This design comes from an exercise in tuning for small area and a short achievable clock period on the open sky130 flow, not from production work.
The RTL was checked by simulation tests, not by an equivalence proof against the original design.

==> flow/design.v (outline; a module is shown in full before it is edited, if it fits) <==
// module mul_pipe_unit: 1199 lines
module mul_pipe_unit #(
   parameter int WIDTH   = 32,
   parameter int LATENCY = 4
) (
   input  logic               clk,
   input  logic               rst,
   input  logic               start,
   input  logic               is_signed,
   input  logic [WIDTH-1:0]   a,
   input  logic [WIDTH-1:0]   b,
   input  logic               flush,
   output logic               busy,
   output logic               done,
   output logic [2*WIDTH-1:0] result,
   output logic [1:0]         dbg_state
);
  // ...
==> flow/flow/run.sh <==
#!/bin/bash
# Own layout flow: the standard flow, with these changes.
#  1. After the standard synthesis, flow/faflip.py re-chooses the polarity of each full-adder cell
#     (FA(~a,~b,~c) = ~FA(a,b,c)) so that most of the inverters Yosys's extract_fa leaves between
#     adders go away; it also looks through the larger inverters and reuses them as inverted
#     copies, and folds inverters into the xor2/xnor2 gates that feed them. Registers are untouched.
#  2. Ports are buffered with sky130_fd_sc_hd__buf_1 instead of the flow's default pick.
#  3. Synthesis and every later step also leave out the platform's slow complex gates (four-input
#     and-or cells and the like) and its weakest (_0) cells: flow/dont_use.txt lists the platform's own
#     don't-use cells followed by these.
#  4. Up to CTS, repair_timing aims 6.6 ns beyond the clock period on the worst path and the worst
#     10% of the failing endpoints; routing and the steps after it run with the standard margin.
# Each step's output goes to a log file of its own here; ORFS's own logs are under orfs/logs.
set -euo pipefail
R=orfs/results/sky130hd/mul_pipe_unit/base
PORTS="BUFFER_PORTS_ARGS=-buffer_cell sky130_fd_sc_hd__buf_1"
DU="DONT_USE_CELLS=$(cat flow/dont_use.txt)"
bash standard.sh "$DU" synth > log_synth.txt 2>&1
python3 flow/faflip.py $R/1_2_yosys.v $R/1_2_yosys.faflip.v > log_faflip.txt 2>&1
cp $R/1_2_yosys.v $R/1_2_yosys.orig.v
mv $R/1_2_yosys.faflip.v $R/1_2_yosys.v
rm -f $R/1_synth.odb
touch $R/1_2_yosys.v
bash standard.sh "$DU" "$PORTS" SETUP_SLACK_MARGIN=6.6 TNS_END_PERCENT=10 cts > log_cts.txt 2>&1
bash standard.sh "$DU" "$PORTS" finish > log_finish.txt 2>&1
==> flow/flow/dont_use.txt <==
sky130_fd_sc_hd__probe_p_8 sky130_fd_sc_hd__probec_p_8 sky130_fd_sc_hd__lpflow_bleeder_1 sky130_fd_sc_hd__lpflow_clkbufkapwr_1 sky130_fd_sc_hd__lpflow_clkbufkapwr_16 sky130_fd_sc_hd__lpflow_clkbufkapwr_2 sky130_fd_sc_hd__lpflow_clkbufkapwr_4 sky130_fd_sc_hd__lpflow_clkbufkapwr_8 sky130_fd_sc_hd__lpflow_clkinvkapwr_1 sky130_fd_sc_hd__lpflow_clkinvkapwr_16 sky130_fd_sc_hd__lpflow_clkinvkapwr_2 sky130_fd_sc_hd__lpflow_clkinvkapwr_4 sky130_fd_sc_hd__lpflow_clkinvkapwr_8 sky130_fd_sc_hd__lpflow_decapkapwr_12 sky130_fd_sc_hd__lpflow_decapkapwr_3 sky130_fd_sc_hd__lpflow_decapkapwr_4 sky130_fd_sc_hd__lpflow_decapkapwr_6 sky130_fd_sc_hd__lpflow_decapkapwr_8 sky130_fd_sc_hd__lpflow_inputiso0n_1 sky130_fd_sc_hd__lpflow_inputiso0p_1 sky130_fd_sc_hd__lpflow_inputiso1n_1 sky130_fd_sc_hd__lpflow_inputiso1p_1 sky130_fd_sc_hd__lpflow_inputisolatch_1 sky130_fd_sc_hd__lpflow_isobufsrc_1 sky130_fd_sc_hd__lpflow_isobufsrc_16 sky130_fd_sc_hd__lpflow_isobufsrc_2 sky130_fd_sc_hd__lpflow_isobufsrc_4 sky130_fd_sc_hd__lpflow_isobufsrc_8 sky130_fd_sc_hd__lpflow_isobufsrckapwr_16 sky130_fd_sc_hd__lpflow_lsbuf_lh_hl_isowell_tap_1 sky130_fd_sc_hd__lpflow_lsbuf_lh_hl_isowell_tap_2 sky130_fd_sc_hd__lpflow_lsbuf_lh_hl_isowell_tap_4 sky130_fd_sc_hd__lpflow_lsbuf_lh_isowell_4 sky130_fd_sc_hd__lpflow_lsbuf_lh_isowell_tap_1 sky130_fd_sc_hd__lpflow_lsbuf_lh_isowell_tap_2 sky130_fd_sc_hd__lpflow_lsbuf_lh_isowell_tap_4  sky130_fd_sc_hd__a2111o_1 sky130_fd_sc_hd__a2111o_2 sky130_fd_sc_hd__a2111o_4 sky130_fd_sc_hd__a2111oi_0 sky130_fd_sc_hd__a2111oi_1 sky130_fd_sc_hd__a2111oi_2 sky130_fd_sc_hd__a2111oi_4 sky130_fd_sc_hd__a211o_1 sky130_fd_sc_hd__a211o_2 sky130_fd_sc_hd__a211o_4 sky130_fd_sc_hd__a21boi_0 sky130_fd_sc_hd__a221o_1 sky130_fd_sc_hd__a221o_2 sky130_fd_sc_hd__a221o_4 sky130_fd_sc_hd__a221oi_1 sky130_fd_sc_hd__a221oi_2 sky130_fd_sc_hd__a221oi_4 sky130_fd_sc_hd__a222oi_1 sky130_fd_sc_hd__a2bb2o_1 sky130_fd_sc_hd__a2bb2o_2 sky130_fd_sc_hd__a2bb2o_4 sky130_fd_sc_hd__a2bb2oi_1 sky130_fd_sc_hd__a2bb2oi_2 sky130_fd_sc_hd__a2bb2oi_4 sky130_fd_sc_hd__a311o_1 sky130_fd_sc_hd__a311o_2 sky130_fd_sc_hd__a311o_4 sky130_fd_sc_hd__a311oi_1 sky130_fd_sc_hd__a311oi_2 sky130_fd_sc_hd__a311oi_4 sky130_fd_sc_hd__a31o_1 sky130_fd_sc_hd__a31o_2 sky130_fd_sc_hd__a31o_4 sky130_fd_sc_hd__a32o_1 sky130_fd_sc_hd__a32o_2 sky130_fd_sc_hd__a32o_4 sky130_fd_sc_hd__a32oi_1 sky130_fd_sc_hd__a32oi_2 sky130_fd_sc_hd__a32oi_4 sky130_fd_sc_hd__a41o_1 sky130_fd_sc_hd__a41o_2 sky130_fd_sc_hd__a41o_4 sky130_fd_sc_hd__a41oi_1 sky130_fd_sc_hd__a41oi_2 sky130_fd_sc_hd__a41oi_4 sky130_fd_sc_hd__and2_0 sky130_fd_sc_hd__and4_1 sky130_fd_sc_hd__and4_2 sky130_fd_sc_hd__and4_4 sky130_fd_sc_hd__and4b_1 sky130_fd_sc_hd__and4b_2 sky130_fd_sc_hd__and4b_4 sky130_fd_sc_hd__and4bb_1 sky130_fd_sc_hd__and4bb_2 sky130_fd_sc_hd__and4bb_4 sky130_fd_sc_hd__einvn_0 sky130_fd_sc_hd__nand4b_1 sky130_fd_sc_hd__nand4b_2 sky130_fd_sc_hd__nand4b_4 sky130_fd_sc_hd__nand4bb_1 sky130_fd_sc_hd__nand4bb_2 sky130_fd_sc_hd__nand4bb_4 sky130_fd_sc_hd__nor4_1 sky130_fd_sc_hd__nor4_2 sky130_fd_sc_hd__nor4_4 sky130_fd_sc_hd__nor4b_1 sky130_fd_sc_hd__nor4b_2 sky130_fd_sc_hd__nor4b_4 sky130_fd_sc_hd__nor4bb_1 sky130_fd_sc_hd__nor4bb_2 sky130_fd_sc_hd__nor4bb_4 sky130_fd_sc_hd__o2111a_1 sky130_fd_sc_hd__o2111a_2 sky130_fd_sc_hd__o2111a_4 sky130_fd_sc_hd__o2111ai_1 sky130_fd_sc_hd__o2111ai_2 sky130_fd_sc_hd__o2111ai_4 sky130_fd_sc_hd__o211a_1 sky130_fd_sc_hd__o211a_2 sky130_fd_sc_hd__o211a_4 sky130_fd_sc_hd__o21ai_0 sky130_fd_sc_hd__o221a_1 sky130_fd_sc_hd__o221a_2 sky130_fd_sc_hd__o221a_4 sky130_fd_sc_hd__o221ai_1 sky130_fd_sc_hd__o221ai_2 sky130_fd_sc_hd__o221ai_4 sky130_fd_sc_hd__o2bb2a_1 sky130_fd_sc_hd__o2bb2a_2 sky130_fd_sc_hd__o2bb2a_4 sky130_fd_sc_hd__o2bb2ai_1 sky130_fd_sc_hd__o2bb2ai_2 sky130_fd_sc_hd__o2bb2ai_4 sky130_fd_sc_hd__o311a_1 sky130_fd_sc_hd__o311a_2 sky130_fd_sc_hd__o311a_4 sky130_fd_sc_hd__o311ai_0 sky130_fd_sc_hd__o311ai_1 sky130_fd_sc_hd__o311ai_2 sky130_fd_sc_hd__o311ai_4 sky130_fd_sc_hd__o31a_1 sky130_fd_sc_hd__o31a_2 sky130_fd_sc_hd__o31a_4 sky130_fd_sc_hd__o32a_1 sky130_fd_sc_hd__o32a_2 sky130_fd_sc_hd__o32a_4 sky130_fd_sc_hd__o32ai_1 sky130_fd_sc_hd__o32ai_2 sky130_fd_sc_hd__o32ai_4 sky130_fd_sc_hd__o41a_1 sky130_fd_sc_hd__o41a_2 sky130_fd_sc_hd__o41a_4 sky130_fd_sc_hd__o41ai_1 sky130_fd_sc_hd__o41ai_2 sky130_fd_sc_hd__o41ai_4 sky130_fd_sc_hd__or2_0 sky130_fd_sc_hd__or4_1 sky130_fd_sc_hd__or4_2 sky130_fd_sc_hd__or4_4 sky130_fd_sc_hd__or4b_1 sky130_fd_sc_hd__or4b_2 sky130_fd_sc_hd__or4b_4 sky130_fd_sc_hd__or4bb_1 sky130_fd_sc_hd__or4bb_2 sky130_fd_sc_hd__or4bb_4
==> flow/flow/faflip.py <==
#!/usr/bin/env python3
"""Re-choose the polarity of full-adder cells in a Yosys netlist to drop inverters.

A full adder with all three inputs inverted gives both outputs inverted:
FA(~a,~b,~c) = (~sum, ~cout). Yosys's extract_fa often picks the inverted form, which leaves an
inv_1 between most pairs of adders. This pass looks through inv_1 cells, picks for each fa cell
whether to flip it so that the fewest inverters remain, and writes the netlist back with one
inverter per signal that some pin still needs in the other polarity. Larger inverters are looked
through as well and reused as a signal's inverted copy, and an inverter fed only by an xor2/xnor2
is absorbed by swapping that gate for its complement. Flip-flops, ports and all other cells are
left as they are.

usage: faflip.py IN.v OUT.v
"""
import re
import sys

INV = "sky130_fd_sc_hd__inv_1"
FA_PREFIX = "sky130_fd_sc_hd__fa_"
OUT_PINS = {"X", "Y", "Q", "Q_N", "SUM", "COUT", "HI", "LO"}

src = open(sys.argv[1]).read()
m = re.search(r"^(module\s.*?;\n)(.*?)^endmodule", src, re.S | re.M)
head, body = m.group(1), m.group(2)
pre, post = src[: m.start()], src[m.end():]

# split body into declarations, cells and assigns
cell_re = re.compile(r"^\s*(sky130_fd_sc_hd__\w+)\s+(\S+)\s*\((.*?)\);\s*$", re.S | re.M)
decl_lines = []
cells = []
assigns = []
pos = 0
for cm in cell_re.finditer(body):
    chunk = body[pos:cm.start()]
    for ln in chunk.splitlines():
        if ln.strip().startswith("assign"):
            assigns.append(ln)
        elif ln.strip():
            decl_lines.append(ln)
    pins = [(p, s.strip()) for p, s in re.findall(r"\.(\w+)\(([^()]*)\)", cm.group(3))]
    cells.append([cm.group(1), cm.group(2), pins])
    pos = cm.end()
for ln in body[pos:].splitlines():
    if ln.strip().startswith("assign"):
        assigns.append(ln)
    elif ln.strip():
        decl_lines.append(ln)

ports = set()
for ln in head.split("(", 1)[1].split(")")[0].split(","):
    ports.add(ln.strip())


def base_name(net):
    n = net.strip()
    if n.startswith("\\"):
        n = n.split()[0]
    return re.sub(r"\[\d+\]$", "", n.lstrip("\\"))


assign_nets = set()
for a in assigns:
    for tok in re.findall(r"\\\S+|[A-Za-z_][\w$]*(?:\s*\[\d+\])?", a):
        assign_nets.add(base_name(tok))

fixed_net = lambda n: base_name(n) in ports or base_name(n) in assign_nets

# inverters we may absorb: inv_1 whose output is an internal net. Larger inverters stay (they
# were sized for their fanout) but are looked through too, and can serve as a signal's inverted copy.
INV_RE = re.compile(r"sky130_fd_sc_hd__(clk)?inv_\d+$")
inv_of = {}     # output net -> input net
inv_cells = set()
kept_inv = set()
for i, (t, n, pins) in enumerate(cells):
    if INV_RE.match(t):
        d = dict(pins)
        if fixed_net(d["Y"]):
            continue
        inv_of[d["Y"]] = d["A"]
        if t == INV:
            inv_cells.add(i)
        else:
            kept_inv.add(i)


def resolve(net):
    """(base net, polarity) of a net, looking through absorbable inverters."""
    q = 0
    seen = 0
    while net in inv_of and seen < 8:
        net = inv_of[net]
        q ^= 1
        seen += 1
    return net, q


# drivers of base nets
driver = {}
for i, (t, n, pins) in enumerate(cells):
    if i in inv_cells or i in kept_inv:
        continue
    for p, s in pins:
        if p in OUT_PINS:
            driver[s] = (i, p)

fa_idx = [i for i, c in enumerate(cells) if c[0].startswith(FA_PREFIX)]
# an fa may flip only if none of its output nets is a port or used by an assign
can_flip = {}
for i in fa_idx:
    d = dict(cells[i][2])
    can_flip[i] = not any(fixed_net(d[p]) for p in ("SUM", "COUT") if p in d)

flip = {i: 0 for i in fa_idx}

# consumer pins: (cell index, pin, base, q0)
uses = {}
for i, (t, n, pins) in enumerate(cells):
    if i in inv_cells:
        continue
    for p, s in pins:
        if p in OUT_PINS:
            continue
        b, q = resolve(s)
        uses.setdefault(b, []).append((i, p, q))
# nets used by assigns or ports (outputs) need their own polarity
for b in list(inv_of.keys()):
    pass


def phys_pol(b):
    dv = driver.get(b)
    if dv and dv[0] in flip:
        return flip[dv[0]]
    return 0


def need(b):
    """(needs true copy, needs inverted copy) relative to the physical net of b."""
    pp = phys_pol(b)
    t = f = False
    for (i, p, q) in uses.get(b, []):
        want = q ^ (flip[i] if i in flip else 0)
        if want == pp:
            t = True
        else:
            f = True
    return t, f


def cost_of(b):
    t, f = need(b)
    return 1 if f else 0


def local_nets(i):
    d = dict(cells[i][2])
    nets = set()
    for p in ("A", "B", "CIN"):
        nets.add(resolve(d[p])[0])
    for p in ("SUM", "COUT"):
        if p in d:
            nets.add(d[p])
    return nets


total0 = sum(cost_of(b) for b in set(uses))


def greedy():
    improved = True
    rounds = 0
    while improved and rounds < 20:
        improved = False
        rounds += 1
        for i in fa_idx:
            if not can_flip[i]:
                continue
            nets = local_nets(i)
            before = sum(cost_of(b) for b in nets)
            flip[i] ^= 1
            after = sum(cost_of(b) for b in nets)
            if after < before:
                improved = True
            else:
                flip[i] ^= 1


import random
rng = random.Random(1)
greedy()
best = (sum(cost_of(b) for b in set(uses)), dict(flip))
for trial in range(40):
    # perturb the best assignment a little and descend again
    for i in fa_idx:
        flip[i] = best[1][i]
        if can_flip[i] and rng.random() < 0.15:
            flip[i] ^= 1
    greedy()
    c = sum(cost_of(b) for b in set(uses))
    if c < best[0]:
        best = (c, dict(flip))
flip.update(best[1])
total1 = sum(cost_of(b) for b in set(uses))
sys.stderr.write(f"faflip: {len(inv_cells)} absorbable inverters, signals needing an inverter "
                 f"{total0} -> {total1}, flipped {sum(flip.values())} of {len(fa_idx)} adders\n")

# rebuild
new_decl = []
counter = [0]


def fresh(prefix):
    counter[0] += 1
    name = f"_faflip_{prefix}{counter[0]}_"
    new_decl.append(f"  wire {name};")
    return name


inv_net = {}   # base -> net carrying the complement of its physical net
phys_net = {}  # base -> physical net name (renamed when the driver flips)
for b in set(uses) | set(driver):
    phys_net[b] = b
for i in fa_idx:
    if flip[i]:
        d = dict(cells[i][2])
        for p in ("SUM", "COUT"):
            if p in d:
                phys_net[d[p]] = fresh("p")

new_cells = []
# a kept inverter whose input reads the physical net of b already gives b's inverted copy
kept_copy = {}
for i in sorted(kept_inv):
    d = dict(cells[i][2])
    b, q = resolve(d["A"])
    if q == phys_pol(b) and b not in kept_copy:
        kept_copy[b] = d["Y"]
for b in sorted(set(uses)):
    t, f = need(b)
    if f:
        if b in kept_copy:
            inv_net[b] = kept_copy[b]
            continue
        nm = fresh("n")
        inv_net[b] = nm
        new_cells.append((INV, f"_faflip_inv{counter[0]}_", [("A", phys_net[b]), ("Y", nm)]))

out_cells = []
for i, (t, n, pins) in enumerate(cells):
    if i in inv_cells:
        continue
    newpins = []
    for p, s in pins:
        if p in OUT_PINS:
            newpins.append((p, phys_net.get(s, s)))
            continue
        if i in kept_inv and kept_copy.get(resolve(s)[0]) == dict(pins)["Y"]:
            newpins.append((p, phys_net[resolve(s)[0]]))
            continue
        b, q = resolve(s)
        want = q ^ (flip[i] if i in flip else 0)
        if want == phys_pol(b):
            newpins.append((p, phys_net[b]))
        else:
            newpins.append((p, inv_net[b]))
    out_cells.append((t, n, newpins))
out_cells.extend(new_cells)

# absorb an inverter into the xor2/xnor2 that alone feeds it: swap the gate for its complement
SWAP = {"sky130_fd_sc_hd__xor2_1": ("sky130_fd_sc_hd__xnor2_1", "X", "Y"),
        "sky130_fd_sc_hd__xnor2_1": ("sky130_fd_sc_hd__xor2_1", "Y", "X")}
fanout = {}
drv_at = {}
for k, (t, n, pins) in enumerate(out_cells):
    for p, s_ in pins:
        if p in OUT_PINS:
            drv_at[s_] = k
        else:
            fanout[s_] = fanout.get(s_, 0) + 1
dead = set()
swapped = 0
for k, (t, n, pins) in enumerate(out_cells):
    if t != INV:
        continue
    d = dict(pins)
    a, y = d["A"], d["Y"]
    j = drv_at.get(a)
    if j is None or j in dead or fanout.get(a, 0) != 1 or fixed_net(a):
        continue
    tj, nj, pj = out_cells[j]
    if tj not in SWAP:
        continue
    newt, op, np_ = SWAP[tj]
    out_cells[j] = (newt, nj, [(np_ if p == op else p, y if p == op else s_) for p, s_ in pj])
    dead.add(k)
    swapped += 1
out_cells = [c for k, c in enumerate(out_cells) if k not in dead]
sys.stderr.write(f"faflip: absorbed {swapped} inverters into xor/xnor gates\n")

# a flipped adder's old output net may still be a consumer-free name: if some pin wanted the
# true value of a flipped signal it now reads the inverter, so the old name is simply unused.
lines = [head]
lines.extend(decl_lines)
lines.extend(new_decl)
for t, n, pins in out_cells:
    pl = ",\n".join(f"    .{p}({s}{' ' if s.startswith(chr(92)) else ''})" for p, s in pins)
    lines.append(f"  {t} {n} (\n{pl}\n  );")
lines.extend(assigns)
open(sys.argv[2], "w").write(pre + "\n".join(lines) + "\nendmodule" + post)
==> flow/standard.sh <==
#!/bin/bash
# synth_recipe.tcl (not shown) runs the flow's synth.tcl, then flattens the netlist and writes it again
# the make line also repeats each setting of config.mk as NAME=value (left out here)
make -C /OpenROAD-flow-scripts/flow DESIGN_CONFIG=/design/flow/config.mk WORK_HOME=/design/flow/orfs CLKGATE_MAP_FILE= SYNTH_SCRIPT=/design/flow/synth_recipe.tcl "${@:-finish}"
==> flow/config.mk <==
export PLATFORM = sky130hd
export DESIGN_NAME = mul_pipe_unit
export DESIGN_NICKNAME = mul_pipe_unit
export VERILOG_FILES = /design/flow/design.v
export SDC_FILE = /design/flow/constraint.sdc
export NUM_CORES = 4
export LEC_CHECK = 0
export CAP_MARGIN = 20
export CORE_MARGIN = 2
export CORE_UTILIZATION = 55
export SLEW_MARGIN = 20
==> flow/constraint.sdc <==
create_clock -name core_clock -period 11.0 [get_ports {clk}]
set_input_delay 2.2000 -clock core_clock [delete_from_list [all_inputs] [get_ports {clk}]]
set_output_delay 2.2000 -clock core_clock [all_outputs]
set_load 0.01 [all_outputs]
==> results.py, run 1 <==
metrics = {
    "placed_design": {
        "place_inst": 1988,
        "hpwlAfterDp_um": 30300,
    },
    "min_path": {
        "min_to": "result_r[13]$_SDFFE_PN0P_",
        "hold_depth": 2,
        "min_path_type": "reg -> reg",
    },
    "cells_and_area": {
        "multi_input_area_share_pct": 63.3,
        "nonClockInverterCount": 81,
        "utilization_pct": 59.2,
        "diodes": 1,
        "multi_input_cells": 1176,
        "largest_reg_flops": 64,
        "finalNonFillerCells": 2022,
    },
    "route": {
        "top_layer": "met4",
        "drt-met1-wl_um": 20400,
        "drc": 0,
        "dr.pass1.iters": 6,
        "ant_nets": 0,
        "drt_iter0_drc": 963,
    },
    "timing": {
        "finClkSkew_ps": 13.9,
        "finalCritPeriodShare_pct": 40.1,
        "slew_violations": 0,
        "timing.slew.headroom_pct": 38.8,
    },
    "global_routing": {
        "busiest_layer": "met1",
        "grt_first_pass_wirelength_um": 67200,
        "antenna_found_initial": 2,
        "grt_max_degree": 81,
        "grt_usage_pct": 28.5,
    },
    "setup_path": {
        "cp.arrival_ps": 4720,
        "path_cells": "buf_4, a22oi_1, xor2_1, fa_1, fa_1, inv_1, fa_1, fa_1, ha_1, fa_1, inv_1, nor2b_1, o21ai_1, and3_1, nor3_1",
        "r2r_end": "rc[5]$_SDFFE_PN0P_",
        "reg2reg_slack_ps": 6590,
    },
    "run_status": {
        "run_status": "complete, no violations",
    },
    "synth": {
        "synth_nets": 1947,
        "syn_inst": 1626,
    },
    "floorplan": {
        "die-width_um": 175,
        "nWellTaps": 384,
        "boundaryPins": 137,
    },
    "flow_run": {
        "maxCapViolations": 0,
    },
}
==> run 2: changes to the inputs <==
--- a/flow/design.v
+++ b/flow/design.v
@@ -1124,76 +1124,12 @@
          dc  <= dn;
       end
       sel_neg <= nx_neg;
       sel_one <= nx_one;
       sel_two <= nx_two;
    end
    assign busy      = busy_r;
    assign done      = done_r;
-   wire ba0 = &result_r[39:36];
-   wire ba1 = &result_r[43:40];
-   wire ba2 = &result_r[47:44];
-   wire ba3 = &result_r[51:48];
-   wire ba4 = &result_r[55:52];
-   wire ba5 = &result_r[59:56];
-   wire ba6 = &result_r[63:60];
-   wire bg1_1 = (rc[1] & ba1) | (ba1 & (rc[0] & ba0));
-   wire bp1_1 = ba1 & ba0;
-   wire bg1_2 = (rc[2] & ba2) | (ba2 & (rc[1] & ba1));
-   wire bp1_2 = ba2 & ba1;
-   wire bg1_3 = (rc[3] & ba3) | (ba3 & (rc[2] & ba2));
-   wire bp1_3 = ba3 & ba2;
-   wire bg1_4 = (rc[4] & ba4) | (ba4 & (rc[3] & ba3));
-   wire bp1_4 = ba4 & ba3;
-   wire bg1_5 = (rc[5] & ba5) | (ba5 & (rc[4] & ba4));
-   wire bp1_5 = ba5 & ba4;
-   wire bg2_2 = bg1_2 | (bp1_2 & (rc[0] & ba0));
-   wire bp2_2 = bp1_2 & ba0;
-   wire bg2_3 = bg1_3 | (bp1_3 & bg1_1);
-   wire bp2_3 = bp1_3 & bp1_1;
-   wire bg2_4 = bg1_4 | (bp1_4 & bg1_2);
-   wire bp2_4 = bp1_4 & bp1_2;
-   wire bg2_5 = bg1_5 | (bp1_5 & bg1_3);
-   wire bp2_5 = bp1_5 & bp1_3;
-   wire bg3_4 = bg2_4 | (bp2_4 & (rc[0] & ba0));
-   wire bp3_4 = bp2_4 & ba0;
-   wire bg3_5 = bg2_5 | (bp2_5 & bg1_1);
-   wire bp3_5 = bp2_5 & bp1_1;
-   wire bc0 = rc[0];
-   assign rhi[12] = result_r[36] ^ bc0;
-   assign rhi[13] = (result_r[36]) ? (result_r[37] ^ bc0) : result_r[37];
-   assign rhi[14] = (result_r[36] & result_r[37]) ? (result_r[38] ^ bc0) : result_r[38];
-   assign rhi[15] = (result_r[36] & result_r[37] & result_r[38]) ? (result_r[39] ^ bc0) : result_r[39];
-   wire bc1 = (rc[1] | (rc[0] & ba0));
-   assign rhi[16] = result_r[40] ^ bc1;
-   assign rhi[17] = (result_r[40]) ? (result_r[41] ^ bc1) : result_r[41];
-   assign rhi[18] = (result_r[40] & result_r[41]) ? (result_r[42] ^ bc1) : result_r[42];
-   assign rhi[19] = (result_r[40] & result_r[41] & result_r[42]) ? (result_r[43] ^ bc1) : result_r[43];
-   wire bc2 = (rc[2] | bg1_1);
-   assign rhi[20] = result_r[44] ^ bc2;
-   assign rhi[21] = (result_r[44]) ? (result_r[45] ^ bc2) : result_r[45];
-   assign rhi[22] = (result_r[44] & result_r[45]) ? (result_r[46] ^ bc2) : result_r[46];
-   assign rhi[23] = (result_r[44] & result_r[45] & result_r[46]) ? (result_r[47] ^ bc2) : result_r[47];
-   wire bc3 = (rc[3] | bg2_2);
-   assign rhi[24] = result_r[48] ^ bc3;
-   assign rhi[25] = (result_r[48]) ? (result_r[49] ^ bc3) : result_r[49];
-   assign rhi[26] = (result_r[48] & result_r[49]) ? (result_r[50] ^ bc3) : result_r[50];
-   assign rhi[27] = (result_r[48] & result_r[49] & result_r[50]) ? (result_r[51] ^ bc3) : result_r[51];
-   wire bc4 = (rc[4] | bg2_3);
-   assign rhi[28] = result_r[52] ^ bc4;
-   assign rhi[29] = (result_r[52]) ? (result_r[53] ^ bc4) : result_r[53];
-   assign rhi[30] = (result_r[52] & result_r[53]) ? (result_r[54] ^ bc4) : result_r[54];
-   assign rhi[31] = (result_r[52] & result_r[53] & result_r[54]) ? (result_r[55] ^ bc4) : result_r[55];
-   wire bc5 = (rc[5] | bg3_4);
-   assign rhi[32] = result_r[56] ^ bc5;
-   assign rhi[33] = (result_r[56]) ? (result_r[57] ^ bc5) : result_r[57];
-   assign rhi[34] = (result_r[56] & result_r[57]) ? (result_r[58] ^ bc5) : result_r[58];
-   assign rhi[35] = (result_r[56] & result_r[57] & result_r[58]) ? (result_r[59] ^ bc5) : result_r[59];
-   wire bc6 = (rc[6] | bg3_5);
-   assign rhi[36] = result_r[60] ^ bc6;
-   assign rhi[37] = (result_r[60]) ? (result_r[61] ^ bc6) : result_r[61];
-   assign rhi[38] = (result_r[60] & result_r[61]) ? (result_r[62] ^ bc6) : result_r[62];
-   assign rhi[39] = (result_r[60] & result_r[61] & result_r[62]) ? (result_r[63] ^ bc6) : result_r[63];
-   assign rhi[11:0] = result_r[35:24];
+   assign rhi       = result_r[63:24] + ((40'(rc[0]) << 12) | (40'(rc[1]) << 16) | (40'(rc[2]) << 20) | (40'(rc[3]) << 24) | (40'(rc[4]) << 28) | (40'(rc[5]) << 32) | (40'(rc[6]) << 36));
    assign result    = {rhi, result_r[23:0]};
    assign dbg_state = {1'b0, busy_r};
 endmodule
==> flow/flow/run.sh (replaced) <==
#!/bin/bash
# Own layout flow: the standard flow, with these changes.
#  1. After the standard synthesis, flow/faflip.py re-chooses the polarity of each full-adder cell
#     (FA(~a,~b,~c) = ~FA(a,b,c)) so that most of the inverters Yosys's extract_fa leaves between
#     adders go away; it also looks through the larger inverters and reuses them as inverted
#     copies, and folds inverters into the xor2/xnor2 gates that feed them. Registers are untouched.
#  2. Ports are buffered with sky130_fd_sc_hd__buf_1 instead of the flow's default pick.
#  3. Synthesis and every later step also leave out the platform's slow complex gates (four-input
#     and-or cells and the like) and its weakest (_0) cells: flow/dont_use.txt lists the platform's own
#     don't-use cells followed by these.
#  4. Up to CTS, repair_timing aims 6.6 ns beyond the clock period on the worst path only (no TNS
#     repair); routing and the steps after it run with the standard margin.
# Each step's output goes to a log file of its own here; ORFS's own logs are under orfs/logs.
set -euo pipefail
R=orfs/results/sky130hd/mul_pipe_unit/base
PORTS="BUFFER_PORTS_ARGS=-buffer_cell sky130_fd_sc_hd__buf_1"
DU="DONT_USE_CELLS=$(cat flow/dont_use.txt)"
bash standard.sh "$DU" synth > log_synth.txt 2>&1
python3 flow/faflip.py $R/1_2_yosys.v $R/1_2_yosys.faflip.v > log_faflip.txt 2>&1
cp $R/1_2_yosys.v $R/1_2_yosys.orig.v
mv $R/1_2_yosys.faflip.v $R/1_2_yosys.v
rm -f $R/1_synth.odb
touch $R/1_2_yosys.v
bash standard.sh "$DU" "$PORTS" SETUP_SLACK_MARGIN=6.6 TNS_END_PERCENT=0 cts > log_cts.txt 2>&1
bash standard.sh "$DU" "$PORTS" finish > log_finish.txt 2>&1
==> results.py, run 2 <==
metrics = {
    "timing": {
        "finClkSkew_ps": 16.4,
        "tns_ps": 0,
        "timing.slew.headroom_pct": 40.3,
        "setup_viol": 0,
        "fmax_mhz": 220,
        "finalCritPeriodShare_pct": 41.2,
        "hold_viol_final": 0,
        "worstMarginPinSlew_ps": 896,
        "min_period_ps": 4540,
        "slew_violations": 0,
        "rsz0062_at_grt": "no",
    },
    "synth": {
        "synth_nets": 2002,
        "syn-cell-area_um2": 16500,
        "syn_inst": 1673,
        "synth_area_per_cell_um2": 9.84,
        "ys_warn_count": 1,
    },
    "cells_and_area": {
        "final_common_cell": "xnor2_1",
        "utilization_pct": 59.3,
        "finalNonFillerCells": 2078,
        "drive_gt1_share_pct": 7.64,
        "final_cell_mix": "207 x xnor2_1, 196 x a22oi_1, 176 x fa_1, 147 x dfxtp_1, 133 x nand2_1",
        "diodes": 0,
        "fin_area_um2": 17500,
        "nets": 2004,
        "registers.top_by_ff_count": "result_r",
        "top_regs": "result_r x64, a_r x33, acc x33",
        "largest_reg_flops": 64,
        "syn2layout_area_growth_pct": 6.53,
    },
    "setup_path": {
        "reg2reg_slack_ps": 6470,
        "crit_path_max_incr_delay_ps": 400,
        "worst_setup_path_end_kind": "output pin",
        "path_cells": "ha_4, nand4_4, or3_4, o22ai_4, o21a_1, o22a_1, buf_2",
        "regToRegStartpoint": "a_r[27]$_DFFE_PN_",
        "required_ps": 8800,
        "r2r_cells": 13,
        "cp-startpoint": "rc[5]$_SDFFE_PN0P_",
        "critPathSlowestCell": "or3_4",
        "critPathKind": "reg -> out",
        "cp.arrival_ps": 2340,
        "cp-start-kind": "flip-flop",
        "critPathMaxFanout": 8,
    },
    "clock_network": {
        "cts.sinks": 192,
        "cts_max_path_buffers": 2,
        "cts-root-buf": "clkbuf_16",
        "clk_pin_slew_ps": 80,
        "cts_tree": "done",
        "insertion_delay_ps": 470,
        "htreeDepth": 4,
        "cts_buffers": 17,
    },
    "global_routing": {
        "grt_max_degree": 77,
        "antenna_found_initial": 0,
        "grt_first_pass_wirelength_um": 72500,
        "grt_pass1_vias": 12603,
        "grt_overflow": 0,
        "grt_usage_pct": 30.6,
    },
    "route": {
        "drt_iter0_drc": 1117,
        "wl_per_cell_um": 22.1,
        "drc": 0,
        "via_per_inst": 5.95,
        "ant_nets": 0,
        "routed_wl_um": 45900,
        "vias": 12358,
        "dr.pass1.iters": 5,
    },
    "placed_design": {
        "placed_area_um2": 16800,
        "hpwlAfterDp_um": 32200,
        "place_inst": 2040,
        "io_buffers": 135,
        "routabilityCongestion": 0.909,
    },
    "floorplan": {
        "rows": 63,
        "start_util_pct": 55.7,
        "coreArea_um2": 29600,
        "die-width_um": 177,
        "die_area_um2": 31300,
        "boundaryPins": 137,
        "die_y_um": 177,
    },
    "run_status": {
        "run_status": "complete, no violations",
    },
    "min_path": {
        "min_from": "result_r[15]$_SDFFE_PN0P_",
        "hold_depth": 2,
        "min_path_type": "reg -> reg",
    },
    "flow_run": {
        "maxCapViolations": 0,
    },
}
[run 2: changes by cell type in the layout (fill, tap and decap cells not counted), sizes merged, moves of 5 or more]
cell    before  now
ha          76   84
nand2      141  134
and2        29   23
xor2        60   49
o21a         1    6
o21ai       26   37
buf        156  164
and3        12    6
or3          2    8
xnor2      197  207
o211ai       1    6
nand4        7   20
[run 2: per-layer routing]
layer	vias up	track usage [%]	share of wire (%)
met5	-	0	0
met1	6184	42.9	45
met2	470	48.5	47
met3	58	6.10	6.6
met4	0	7.85	2.0
li1	5646	-	-
[run 2: worst max-delay path: cells and delay by family (launching register included)]
kind	cells	cell delay (ps)
adder cells (fa/ha/maj)	1	290
flip-flops	1	380
AND/OR/NAND/NOR	2	580
AO/OA/AOI/OAI	3	470
buffers and inverters	1	150
[run 2: final timing paths]
| path | end |
|---|---|
| setup / recovery | result[58] |
| hold / removal | result_r[15]$_SDFFE_PN0P_ |
| setup reg to reg | result_r[59]$_SDFFE_PN0P_ |
| hold reg to reg | result_r[15]$_SDFFE_PN0P_ |
[run 2: what timing repair did]
action,CTS,global route
resized for setup,29,0
setup buffers,6,0
endpoints found under the setup margin,25,0
hold buffers,0,0
[run 2: stage by stage]
step,hold WS (ps),setup slack (ps)
4_1_cts,456,6470
3_3_place_gp,442,6500
6_report,457,6460
5_1_grt,481,6260
3_5_place_dp,445,6450
2_1_floorplan,414,6820
[run 2: cell type report]
class / instances / area, µm²
Multi-Input combinational cell: 1219 / 11200
Inverter: 81 / 307
Clock buffer: 18 / 439
Tap cell: 390 / 488
Clock inverter: 14 / 141
Timing Repair Buffer: 164 / 732
Fill cell: 2649 / 12000
Sequential cell: 192 / 4190

[static timing again, ports no longer ideal]
The results above use ideal ports. As a check the final layouts listed here were re-extracted and re-timed, cells and wires unchanged.
Step 1, drivers: a clkbuf_16 drives clk and a buf_2 each remaining input, both assumed.
Step 2 adds t to the input delays and takes it off the output delays; t is the mean of the earliest and latest rising clock arrival at the registers after step 1. Input paths then give back, and output paths get back, about the clock's delay inside the block.
Slacks: no drivers / after step 1 / after step 2; pairs: no drivers / after step 1.
run	shift t [ns]	setup slack, ns	clock arrival spread, ns
run 1	0.500	6.593 / 6.566 / 6.593	0.015 / 0.015
run 2	0.514	6.464 / 6.410 / 6.466	0.017 / 0.017
After both steps setup and hold are still met in every run listed.
